From an optimization exercise on the open Yosys and OpenROAD flow, aimed at small area, a short achievable clock period and few clock cycles per item; shortcuts taken in it are not production practice. At most, simulation tests tie the RTL to the original design; equivalence was not proved.

== old ==
Design ycbcr420_to_rgb_flip_core, start of the top module:
module ycbcr420_to_rgb_flip_core
#(
	parameter int MAX_WIDTH  = 2048,
	parameter int MAX_HEIGHT = 2048
) (
	input  logic        clk,
	input  logic        arst_n,
	input  logic        wr_en,
	input  logic [1:0]  wr_index,
	input  logic [12:0] wr_data,
	input  logic        s_tvalid,
	output logic        s_tready,
	input  logic [47:0] s_tdata,
	output logic        m_tvalid,
	input  logic        m_tready,
	output logic [71:0] m_tdata,
	output logic        m_tlast,
	output logic        m_tuser
);
	function automatic logic [7:0] sat8(input logic signed [10:0] v);
		if (v[10]) begin
			sat8 = 8'd0;
		end else if (v[9] | v[8]) begin
			sat8 = 8'd255;
		end else begin
			sat8 = v[7:0];
		end
	endfunction
	logic        ph;        
	logic        v1;
	logic        v2;
	logic        ld2;
	logic        r2_free;
	logic        ov;
	logic        olast;     
	logic        addr_ok;
	logic        adv;       
	logic        r1_free;
	logic        ld1;
	logic        ld1_in;    
	logic        ld_lo;
	logic        acc;
	logic        skid_v;    
	logic [7:0]  sk_a;
	logic [7:0]  sk_b;
	assign adv      = v2 && (!ov || m_tready) && addr_ok;
	assign r2_free  = !v2 || adv;
	assign ld2      = v1 && r2_free;
	assign r1_free  = !v1 || ld2;
	assign ld1      = r1_free && (skid_v || s_tvalid);
	assign ld1_in   = r1_free && !skid_v && s_tvalid;
	assign ld_lo    = adv && !olast;
	assign s_tready = ph && !skid_v;
	assign acc      = s_tvalid && s_tready;
  ...
==> flow/config.mk <==
export PLATFORM = sky130hd
export DESIGN_NAME = ycbcr420_to_rgb_flip_core
export DESIGN_NICKNAME = ycbcr420_to_rgb_flip_core
export VERILOG_FILES = /design/flow/design.v
export SDC_FILE = /design/flow/constraint.sdc
export NUM_CORES = 4
export LEC_CHECK = 0
export CAP_MARGIN = 20
export CORE_MARGIN = 2
export CORE_UTILIZATION = 40
export SLEW_MARGIN = 20
==> flow/constraint.sdc <==
create_clock -name core_clock -period 11.0 [get_ports {clk}]
set_input_delay 2.2000 -clock core_clock [delete_from_list [all_inputs] [get_ports {clk}]]
set_output_delay 2.2000 -clock core_clock [all_outputs]
set_load 0.01 [all_outputs]
standard.sh (not shown) runs the stock make flow with config.mk's settings and CLKGATE_MAP_FILE= SYNTH_SCRIPT=/design/flow/synth_recipe.tcl, a recipe that flattens the netlist after the stock synthesis.
==> flow/flow/run.sh <==
#!/bin/bash
# The standard layout, with repair_timing aiming below the clock period
# (setup margin) so the critical paths are sized and buffered.
set -euo pipefail
bash standard.sh SETUP_SLACK_MARGIN=7.0 finish > make.log 2>&1
old: done, clean on timing, DRC and antenna
### old -> new
--- a/flow/design.v
+++ b/flow/design.v
@@ -519,24 +519,24 @@
 			lc_q  <= 1'b0;
 			lr_q  <= 1'b0;
 			lr_q2 <= 1'b0;
 			wr_q  <= 1'b0;
 		end else begin
 			col   <= col_n;
 			row   <= row_n;
 			if (ld_lo) begin
 				lc_q <= lc_adv;
 				lr_q <= lr_adv;
 			end else begin
-				lc_q <= (col_n >= cm);
-				lr_q <= (row_n >= rm);
+				lc_q <= (clamp && lc_q) || (col >= cm);
+				lr_q <= (clamp && lr_q) || (row >= rm);
 			end
 			lr_q2 <= lr_q;
 			wr_q  <= wr_geo;
 		end
 	end
 	assign kmul   = lr_q ? rm : (rm - row);
 	assign kmul_x = {6'd0, kmul};
 	assign bstart = st_q || wr_q || (lr_q && !lr_q2);
 	assign badd_a = bvalid ? base : {base[22:0], 1'b0};
 	assign badd_b = bvalid ? ~(24'({stride, 1'b0})) : (kbit_q ? 24'({stride, 1'b0}) : 24'd0);
 	assign badd   = badd_a + badd_b + 24'(bvalid);
Results
In new the period utilization turned out 1.2 points lower than in old. Summary of new over old: fraction of the yosys area taken by sequential cells flat; adder-cell share of the synthesized area now sits lower; longest individual stage delay on the worst path has increased; setup slack of the critical path after layout shows an increase of 0.14 ns. The die area on old is in line with that on new. Summary of the comparison: layout overhead on the synthesized area is lower in new, relative to old. Looking at remaining max-slew budget at the tightest pin, new sits 6.4 points higher than old does. new ended with less total track usage than old. Count of clock-buffer cells in the layout (new vs. old) increases by more than 10%. old finished every stage and its layout cleared the timing, DRC and antenna checks. new: done, clean on timing, DRC and antenna. Sort old and new by total number of vias, ascending, and new comes first.
Testbench counts of new, summed over its fixed seeds: cycles 19,304, items 9,600.
For old, only the layout was checked, not whether the RTL still works.

---

ycbcr420_to_rgb_flip_core, a different RTL version from the one above (not shown whole).
Size: roughly 2000 cells after synthesis, about 260 flip-flops, roughly 140 I/O pins, about 20000 um^2 of cells after synthesis.
==> flow/design.v (excerpt) <==
module ycbcr420_to_rgb_flip_core
#(
	parameter int MAX_WIDTH  = 2048,
	parameter int MAX_HEIGHT = 2048
) (
	input  logic        clk,
	input  logic        arst_n,
	input  logic        wr_en,
	input  logic [1:0]  wr_index,
	input  logic [12:0] wr_data,
	input  logic        s_tvalid,
	output logic        s_tready,
	input  logic [47:0] s_tdata,
	output logic        m_tvalid,
	input  logic        m_tready,
	output logic [71:0] m_tdata,
	output logic        m_tlast,
	output logic        m_tuser
);
==> flow/config.mk <==
export PLATFORM = sky130hd
export DESIGN_NAME = ycbcr420_to_rgb_flip_core
export DESIGN_NICKNAME = ycbcr420_to_rgb_flip_core
export VERILOG_FILES = /design/flow/design.v
export SDC_FILE = /design/flow/constraint.sdc
export NUM_CORES = 4
export LEC_CHECK = 0
export CAP_MARGIN = 20
export CORE_MARGIN = 2
export CORE_UTILIZATION = 40
export CTS_BUF_LIST = sky130_fd_sc_hd__clkbuf_8
export CTS_CLUSTER_DIAMETER = 100
export CTS_CLUSTER_SIZE = 12
export SLEW_MARGIN = 20
==> flow/constraint.sdc <==
create_clock -name core_clock -period 11.0 [get_ports {clk}]
set_input_delay 2.2000 -clock core_clock [delete_from_list [all_inputs] [get_ports {clk}]]
set_output_delay 2.2000 -clock core_clock [all_outputs]
set_load 0.01 [all_outputs]
==> flow/flow/run.sh <==
#!/bin/bash
# The standard layout, with repair_timing aiming below the clock period
# (setup margin) so the critical paths are sized and buffered, and the port
# buffers made from the smallest buffer cell (repair sizes them up as needed).
set -euo pipefail
bash standard.sh SETUP_SLACK_MARGIN=6.9 "BUFFER_PORTS_ARGS=-buffer_cell sky130_fd_sc_hd__buf_1" finish > make.log 2>&1
Testbench counts at the start, summed over its fixed seeds: cycles 19,304, items 9,600.
Next try:
--- a/flow/design.v
+++ b/flow/design.v
@@ -500,21 +500,21 @@
 	end
 	always_ff @(posedge clk or negedge arst_n) begin
 		if (!arst_n) begin
 			bvalid <= 1'b0;
 			bcnt   <= 4'd10;
 			st_q   <= 1'b1;
 		end else begin
 			st_q <= 1'b0;
 			if (bstart) begin
 				bvalid <= 1'b0;
-				bcnt   <= 4'd10;
+				bcnt   <= (rm[9:5] == 5'd0) ? 4'd5 : 4'd10;
 			end else if (!bvalid) begin
 				if (bcnt == 4'd0) begin
 					bvalid <= 1'b1;
 				end
 				bcnt <= bcnt - 4'd1;
 			end
 		end
 	end
 	always_ff @(posedge clk) begin
 		if (bstart) begin
Outcome: Routed wire length grows by 3.6%. Cell area grows by 1.5%. Synthesized area stays flat. Non-clock buffer count grows by 11. Clock-buffer cell count stays the same. Core utilization grows by 0.11 points. Final cell count grows by 1.3%. Worst setup slack gets better by 0.026 ns. Sequential share of layout area shrinks by 0.47 points. Clock skew shrinks by 0.027 ns.
Testbench counts after the change, summed over its fixed seeds: cycles 19,264, items 9,600.

---

## oak
Another version of the RTL of ycbcr420_to_rgb_flip_core (not shown whole).
Size: roughly 2100 cells after synthesis, ~240 flip-flops, roughly 140 I/O pins, roughly 20000 um^2 of cells after synthesis.
// ycbcr420_to_rgb_flip_core
module ycbcr420_to_rgb_flip_core
#(
	parameter int MAX_WIDTH  = 2048,
	parameter int MAX_HEIGHT = 2048
) (
	input  logic        clk,
	input  logic        arst_n,
	input  logic        wr_en,
	input  logic [1:0]  wr_index,
	input  logic [12:0] wr_data,
	input  logic        s_tvalid,
	output logic        s_tready,
	input  logic [47:0] s_tdata,
	output logic        m_tvalid,
	input  logic        m_tready,
	output logic [71:0] m_tdata,
	output logic        m_tlast,
	output logic        m_tuser
);
==> module ycbcr420_to_rgb_flip_core, before the edit <==
module ycbcr420_to_rgb_flip_core
#(
	parameter int MAX_WIDTH  = 2048,
	parameter int MAX_HEIGHT = 2048
) (
	input  logic        clk,
	input  logic        arst_n,
	input  logic        wr_en,
	input  logic [1:0]  wr_index,
	input  logic [12:0] wr_data,
	input  logic        s_tvalid,
	output logic        s_tready,
	input  logic [47:0] s_tdata,
	output logic        m_tvalid,
	input  logic        m_tready,
	output logic [71:0] m_tdata,
	output logic        m_tlast,
	output logic        m_tuser
);
	function automatic logic [7:0] sat8(input logic signed [10:0] v);
		if (v[10]) begin
			sat8 = 8'd0;
		end else if (v[9] | v[8]) begin
			sat8 = 8'd255;
		end else begin
			sat8 = v[7:0];
		end
	endfunction
	logic        ph;        
	logic        v1;
	logic        v2;
	logic        ld2;
	logic        r2_free;
	logic        ov;
	logic        olast;     
	logic        addr_ok;
	logic        adv;       
	logic        r1_free;
	logic        ld1;
	logic        ld_lo;
	assign adv      = v2 && (!ov || m_tready) && addr_ok;
	assign r2_free  = !v2 || adv;
	assign ld2      = v1 && r2_free;
	assign r1_free  = !v1 || ld2;
	assign ld1      = s_tvalid && r1_free;
	assign s_tready = ph && r1_free;
	assign ld_lo    = adv && !olast;
	always_ff @(posedge clk or negedge arst_n) begin
		if (!arst_n) begin
			ph    <= 1'b0;
			v1    <= 1'b0;
			v2    <= 1'b0;
			ov    <= 1'b0;
			olast <= 1'b1;
		end else begin
			if (ld1) begin
				ph <= !ph;
			end
			if (r1_free) begin
				v1 <= s_tvalid;
			end
			if (r2_free) begin
				v2 <= v1;
			end
			if (adv) begin
				ov    <= 1'b1;
				olast <= !olast;
			end else if (m_tready) begin
				ov    <= 1'b0;
			end
		end
	end
	logic [7:0] ya_q;
	logic [7:0] yb_q;
	logic [7:0] cb_q;
	logic [7:0] cr_q;
	always_ff @(posedge clk) begin
		if (ld1) begin
			ya_q <= ph ? s_tdata[23:16] : s_tdata[7:0];
			yb_q <= ph ? s_tdata[31:24] : s_tdata[15:8];
			cb_q <= s_tdata[39:32];
			cr_q <= s_tdata[47:40];
		end
	end
	logic [8:0]        yy_a;
	logic [8:0]        yy_b;
	logic signed [9:0] kr;
	logic signed [8:0] kg;
	logic signed [9:0] kb;
	ycrgb_luma u_luma_a (.luma(ya_q), .yy(yy_a));
	ycrgb_luma u_luma_b (.luma(yb_q), .yy(yy_b));
	ycrgb_chroma u_chroma (
		.cb (cb_q ^ 8'h80),
		.cr (cr_q ^ 8'h80),
		.kr (kr),
		.kg (kg),
		.kb (kb)
	);
	logic [8:0]        yy_a_q;
	logic [8:0]        yy_b_q;
	logic signed [9:0] kr_q;
	logic signed [8:0] kg_q;
	logic signed [9:0] kb_q;
	always_ff @(posedge clk) begin
		if (ld2) begin
			yy_a_q <= yy_a;
			yy_b_q <= yy_b;
			kr_q   <= kr;
			kg_q   <= kg;
			kb_q   <= kb;
		end
	end
	function automatic logic [10:0] add11(input logic [10:0] a, input logic [10:0] b);
		logic c;
		c = 1'b0;
		for (int i = 0; i < 11; i++) begin
			add11[i] = a[i] ^ b[i] ^ c;
			c        = (a[i] & b[i]) | (c & (a[i] ^ b[i]));
		end
	endfunction
	logic [9:0]  cm;        
	logic [9:0]  rm;        
	logic [12:0] stride;
	logic [9:0]  col;
	logic [9:0]  row;
	logic [23:0] base;      
	logic        bvalid;
	logic        bstart;
	logic [3:0]  bcnt;
	logic        lr_q;
	logic        st_q;
	logic [9:0]  wr_max;
	logic        last_col;
	logic        last_row;
	logic [9:0]  c_eff;
	logic [9:0]  r_eff;
	logic [9:0]  kmul;
	logic        kbit;
	logic [23:0] badd_a;
	logic [23:0] badd_b;
	logic [23:0] badd;
	logic        row_step;
	always_comb begin
		if (wr_data[10:0] == 11'd0) begin
			wr_max = 10'd0;
		end else if (wr_data[10]) begin
			wr_max = 10'd1023;
		end else begin
			wr_max = wr_data[9:0] - 10'd1;
		end
	end
	always_ff @(posedge clk or negedge arst_n) begin
		if (!arst_n) begin
			cm     <= ycrgb_pkg::RST_COL_MAX;
			rm     <= ycrgb_pkg::RST_ROW_MAX;
			stride <= ycrgb_pkg::RST_ROW_STRIDE;
		end else if (wr_en) begin
			case (wr_index)
				2'd0: cm     <= wr_max;
				2'd1: rm     <= wr_max;
				2'd2: stride <= wr_data;
				default: ;
			endcase
		end
	end
	assign last_col = (col >= cm);
	assign last_row = (row >= rm);
	assign c_eff    = last_col ? cm : col;
	assign r_eff    = last_row ? rm : row;
	assign row_step = ld_lo && last_col && !last_row;
	always_ff @(posedge clk or negedge arst_n) begin
		if (!arst_n) begin
			col <= '0;
			row <= '0;
		end else if (ld_lo) begin
			if (last_col) begin
				col <= '0;
				row <= last_row ? 10'd0 : row + 10'd1;
			end else begin
				col <= col + 10'd1;
				row <= r_eff;
			end
		end
	end
	assign kmul   = last_row ? rm : (rm - row);
	assign kbit   = kmul[bcnt];
	assign bstart = st_q || (wr_en && wr_index != 2'd3) || (last_row && !lr_q);
	assign badd_a = bvalid ? base : {base[22:0], 1'b0};
	assign badd_b = bvalid ? ~(24'({stride, 1'b0})) : (kbit ? 24'({stride, 1'b0}) : 24'd0);
	assign badd   = badd_a + badd_b + 24'(bvalid);
	always_ff @(posedge clk or negedge arst_n) begin
		if (!arst_n) begin
			bvalid <= 1'b0;
			bcnt   <= 4'd9;
			lr_q   <= 1'b0;
			st_q   <= 1'b1;
		end else begin
			st_q <= 1'b0;
			lr_q <= last_row;
			if (bstart) begin
				bvalid <= 1'b0;
				bcnt   <= 4'd9;
			end else if (!bvalid) begin
				if (bcnt == 4'd0) begin
					bvalid <= 1'b1;
				end
				bcnt <= bcnt - 4'd1;
			end
		end
	end
	always_ff @(posedge clk) begin
		if (bstart) begin
			base <= '0;
		end else if (!bvalid || row_step) begin
			base <= badd;
		end
	end
	assign addr_ok = olast ? (bvalid || last_row) : 1'b1;
	logic [47:0] opix;
	logic [23:0] ooff;
	logic        ouser;
	logic [23:0] up_off;
	assign up_off = (last_row ? 24'd0 : base) + 24'({c_eff, 2'b00}) + 24'({c_eff, 1'b0});
	always_ff @(posedge clk) begin
		if (adv) begin
			opix[7:0]   <= sat8(add11(11'(yy_a_q), 11'(kr_q)));
			opix[15:8]  <= sat8(add11(11'(yy_a_q), 11'(kg_q)));
			opix[23:16] <= sat8(add11(11'(yy_a_q), 11'(kb_q)));
			opix[31:24] <= sat8(add11(11'(yy_b_q), 11'(kr_q)));
			opix[39:32] <= sat8(add11(11'(yy_b_q), 11'(kg_q)));
			opix[47:40] <= sat8(add11(11'(yy_b_q), 11'(kb_q)));
			ooff        <= olast ? up_off : ooff + 24'(stride);
			ouser       <= !olast && last_col && last_row;
		end
	end
	assign m_tvalid = ov;
	assign m_tlast  = olast;
	assign m_tuser  = ouser;
	assign m_tdata  = {ooff, opix};
endmodule
make LEC_CHECK=0 CAP_MARGIN=20 CORE_MARGIN=2 CORE_UTILIZATION=40 SLEW_MARGIN=20 finish   # period 11.0 ns
run.sh (not shown) runs the stock make flow with config.mk's settings and CLKGATE_MAP_FILE= SYNTH_SCRIPT=/design/flow/synth_recipe.tcl, a recipe that flattens the netlist after the stock synthesis.
Stock flow here: none of the scripts above is used.
Input-level comparison between maple and oak:
==> flow/design.v, changed modules only <==
module ycbcr420_to_rgb_flip_core
#(
	parameter int MAX_WIDTH  = 2048,
	parameter int MAX_HEIGHT = 2048
) (
	input  logic        clk,
	input  logic        arst_n,
	input  logic        wr_en,
	input  logic [1:0]  wr_index,
	input  logic [12:0] wr_data,
	input  logic        s_tvalid,
	output logic        s_tready,
	input  logic [47:0] s_tdata,
	output logic        m_tvalid,
	input  logic        m_tready,
	output logic [71:0] m_tdata,
	output logic        m_tlast,
	output logic        m_tuser
);
	function automatic logic [7:0] sat8(input logic signed [10:0] v);
		if (v[10]) begin
			sat8 = 8'd0;
		end else if (v[9] | v[8]) begin
			sat8 = 8'd255;
		end else begin
			sat8 = v[7:0];
		end
	endfunction
	logic        ph;        
	logic        v1;
	logic        ov;
	logic        olast;     
	logic        addr_ok;
	logic        adv;       
	logic        r1_free;
	logic        ld1;
	logic        ld_lo;
	assign adv      = v1 && (!ov || m_tready) && addr_ok;
	assign r1_free  = !v1 || adv;
	assign ld1      = s_tvalid && r1_free;
	assign s_tready = ph && r1_free;
	assign ld_lo    = adv && !olast;
	always_ff @(posedge clk or negedge arst_n) begin
		if (!arst_n) begin
			ph    <= 1'b0;
			v1    <= 1'b0;
			ov    <= 1'b0;
			olast <= 1'b1;
		end else begin
			if (ld1) begin
				ph <= !ph;
			end
			if (r1_free) begin
				v1 <= s_tvalid;
			end
			if (adv) begin
				ov    <= 1'b1;
				olast <= !olast;
			end else if (m_tready) begin
				ov    <= 1'b0;
			end
		end
	end
	logic [7:0] ya_q;
	logic [7:0] yb_q;
	logic [7:0] cb_q;
	logic [7:0] cr_q;
	always_ff @(posedge clk) begin
		if (ld1) begin
			ya_q <= ph ? s_tdata[23:16] : s_tdata[7:0];
			yb_q <= ph ? s_tdata[31:24] : s_tdata[15:8];
			cb_q <= s_tdata[39:32];
			cr_q <= s_tdata[47:40];
		end
	end
	logic [8:0]        yy_a;
	logic [8:0]        yy_b;
	logic signed [9:0] kr;
	logic signed [8:0] kg;
	logic signed [9:0] kb;
	ycrgb_luma u_luma_a (.luma(ya_q), .yy(yy_a));
	ycrgb_luma u_luma_b (.luma(yb_q), .yy(yy_b));
	ycrgb_chroma u_chroma (
		.cb (cb_q ^ 8'h80),
		.cr (cr_q ^ 8'h80),
		.kr (kr),
		.kg (kg),
		.kb (kb)
	);
	logic [9:0]  cm;        
	logic [9:0]  rm;        
	logic [12:0] stride;
	logic [9:0]  col;
	logic [9:0]  row;
	logic [23:0] base;      
	logic        bvalid;
	logic        bstart;
	logic [3:0]  bcnt;
	logic        lr_q;
	logic        st_q;
	logic [9:0]  wr_max;
	logic        last_col;
	logic        last_row;
	logic [9:0]  c_eff;
	logic [9:0]  r_eff;
	logic [9:0]  kmul;
	logic        kbit;
	logic [23:0] badd_a;
	logic [23:0] badd_b;
	logic [23:0] badd;
	logic        row_step;
	always_comb begin
		if (wr_data[10:0] == 11'd0) begin
			wr_max = 10'd0;
		end else if (wr_data[10]) begin
			wr_max = 10'd1023;
		end else begin
			wr_max = wr_data[9:0] - 10'd1;
		end
	end
	always_ff @(posedge clk or negedge arst_n) begin
		if (!arst_n) begin
			cm     <= ycrgb_pkg::RST_COL_MAX;
			rm     <= ycrgb_pkg::RST_ROW_MAX;
			stride <= ycrgb_pkg::RST_ROW_STRIDE;
		end else if (wr_en) begin
			case (wr_index)
				2'd0: cm     <= wr_max;
				2'd1: rm     <= wr_max;
				2'd2: stride <= wr_data;
				default: ;
			endcase
		end
	end
	assign last_col = (col >= cm);
	assign last_row = (row >= rm);
	assign c_eff    = last_col ? cm : col;
	assign r_eff    = last_row ? rm : row;
	assign row_step = ld_lo && last_col && !last_row;
	always_ff @(posedge clk or negedge arst_n) begin
		if (!arst_n) begin
			col <= '0;
			row <= '0;
		end else if (ld_lo) begin
			if (last_col) begin
				col <= '0;
				row <= last_row ? 10'd0 : row + 10'd1;
			end else begin
				col <= col + 10'd1;
				row <= r_eff;
			end
		end
	end
	assign kmul   = last_row ? rm : (rm - row);
	assign kbit   = kmul[bcnt];
	assign bstart = st_q || (wr_en && wr_index != 2'd3) || (last_row && !lr_q);
	assign badd_a = bvalid ? base : {base[22:0], 1'b0};
	assign badd_b = bvalid ? ~(24'({stride, 1'b0})) : (kbit ? 24'({stride, 1'b0}) : 24'd0);
	assign badd   = badd_a + badd_b + 24'(bvalid);
	always_ff @(posedge clk or negedge arst_n) begin
		if (!arst_n) begin
			bvalid <= 1'b0;
			bcnt   <= 4'd9;
			lr_q   <= 1'b0;
			st_q   <= 1'b1;
		end else begin
			st_q <= 1'b0;
			lr_q <= last_row;
			if (bstart) begin
				bvalid <= 1'b0;
				bcnt   <= 4'd9;
			end else if (!bvalid) begin
				if (bcnt == 4'd0) begin
					bvalid <= 1'b1;
				end
				bcnt <= bcnt - 4'd1;
			end
		end
	end
	always_ff @(posedge clk) begin
		if (bstart) begin
			base <= '0;
		end else if (!bvalid || row_step) begin
			base <= badd;
		end
	end
	assign addr_ok = olast ? (bvalid || last_row) : 1'b1;
	logic [47:0] opix;
	logic [23:0] ooff;
	logic        ouser;
	logic [23:0] up_off;
	assign up_off = (last_row ? 24'd0 : base) + 24'({c_eff, 2'b00}) + 24'({c_eff, 1'b0});
	always_ff @(posedge clk) begin
		if (adv) begin
			opix[7:0]   <= sat8(11'(yy_a) + 11'(kr));
			opix[15:8]  <= sat8(11'(yy_a) + 11'(kg));
			opix[23:16] <= sat8(11'(yy_a) + 11'(kb));
			opix[31:24] <= sat8(11'(yy_b) + 11'(kr));
			opix[39:32] <= sat8(11'(yy_b) + 11'(kg));
			opix[47:40] <= sat8(11'(yy_b) + 11'(kb));
			ooff        <= olast ? up_off : ooff + 24'(stride);
			ouser       <= !olast && last_col && last_row;
		end
	end
	assign m_tvalid = ov;
	assign m_tlast  = olast;
	assign m_tuser  = ouser;
	assign m_tdata  = {ooff, opix};
endmodule
### Flow results
- The final layout from maple, which completed every stage, passed the timing, DRC and antenna checks at the end of the flow.
- Against oak, maple comes in 7.3 points higher on share of the clock period used by the worst path after layout.
- Summary of maple over oak: global-route met3 utilization saw an increase, worst hold margin held, placer congestion estimate grew by about 3.4%, final-layout clock buffer total lower.
- Met2 global-route usage | maple below oak
- Start point of the critical path = cb_q[5]: maple; start point of the critical path = rm[0]: oak
- maple vs. oak: synthesized area has decreased, total number of nets in the final design has increased, net count of the mapped netlist has increased.
Function was not checked in any run of this note: the RTL went through the layout flow alone.

separate check: timing with driven ports:
The flow's constraints put no driver on any port. The routed layouts listed below were extracted and timed again, unchanged, in two steps.
Step 1, drivers: a clkbuf_16 drives clk and a buf_2 each remaining input, both assumed.
Step 2 adds t to the input delays and takes it off the output delays; t is the mean of the earliest and latest rising clock arrival at the registers after step 1. Input paths then give back, and output paths get back, about the clock's delay inside the block.
Three values: no drivers, after step 1, after step 2; two values: the first two.
| run | t, ns | setup slack, ns | cell pins on the clock port's net |
|---|---|---|---|
| old | 0.645 | 6.433 / 6.455 / 5.810 | 1 |
| new | 0.612 | 6.568 / 6.568 / 6.568 | 1 |
| the first run of note 2 | 0.659 | 6.877 / 6.877 / 6.510 | 1 |
| the second run of note 2 | 0.653 | 6.904 / 6.904 / 6.454 | 1 |
| oak | 0.634 | 4.739 / 4.735 / 4.739 | 1 |
| maple | 0.559 | 3.935 / 3.935 / 3.935 | 1 |
After both steps every run listed still meets setup and hold. The setup slack of old, which loses most, moves by +0.022 ns with the drivers and by -0.623 ns with both steps.
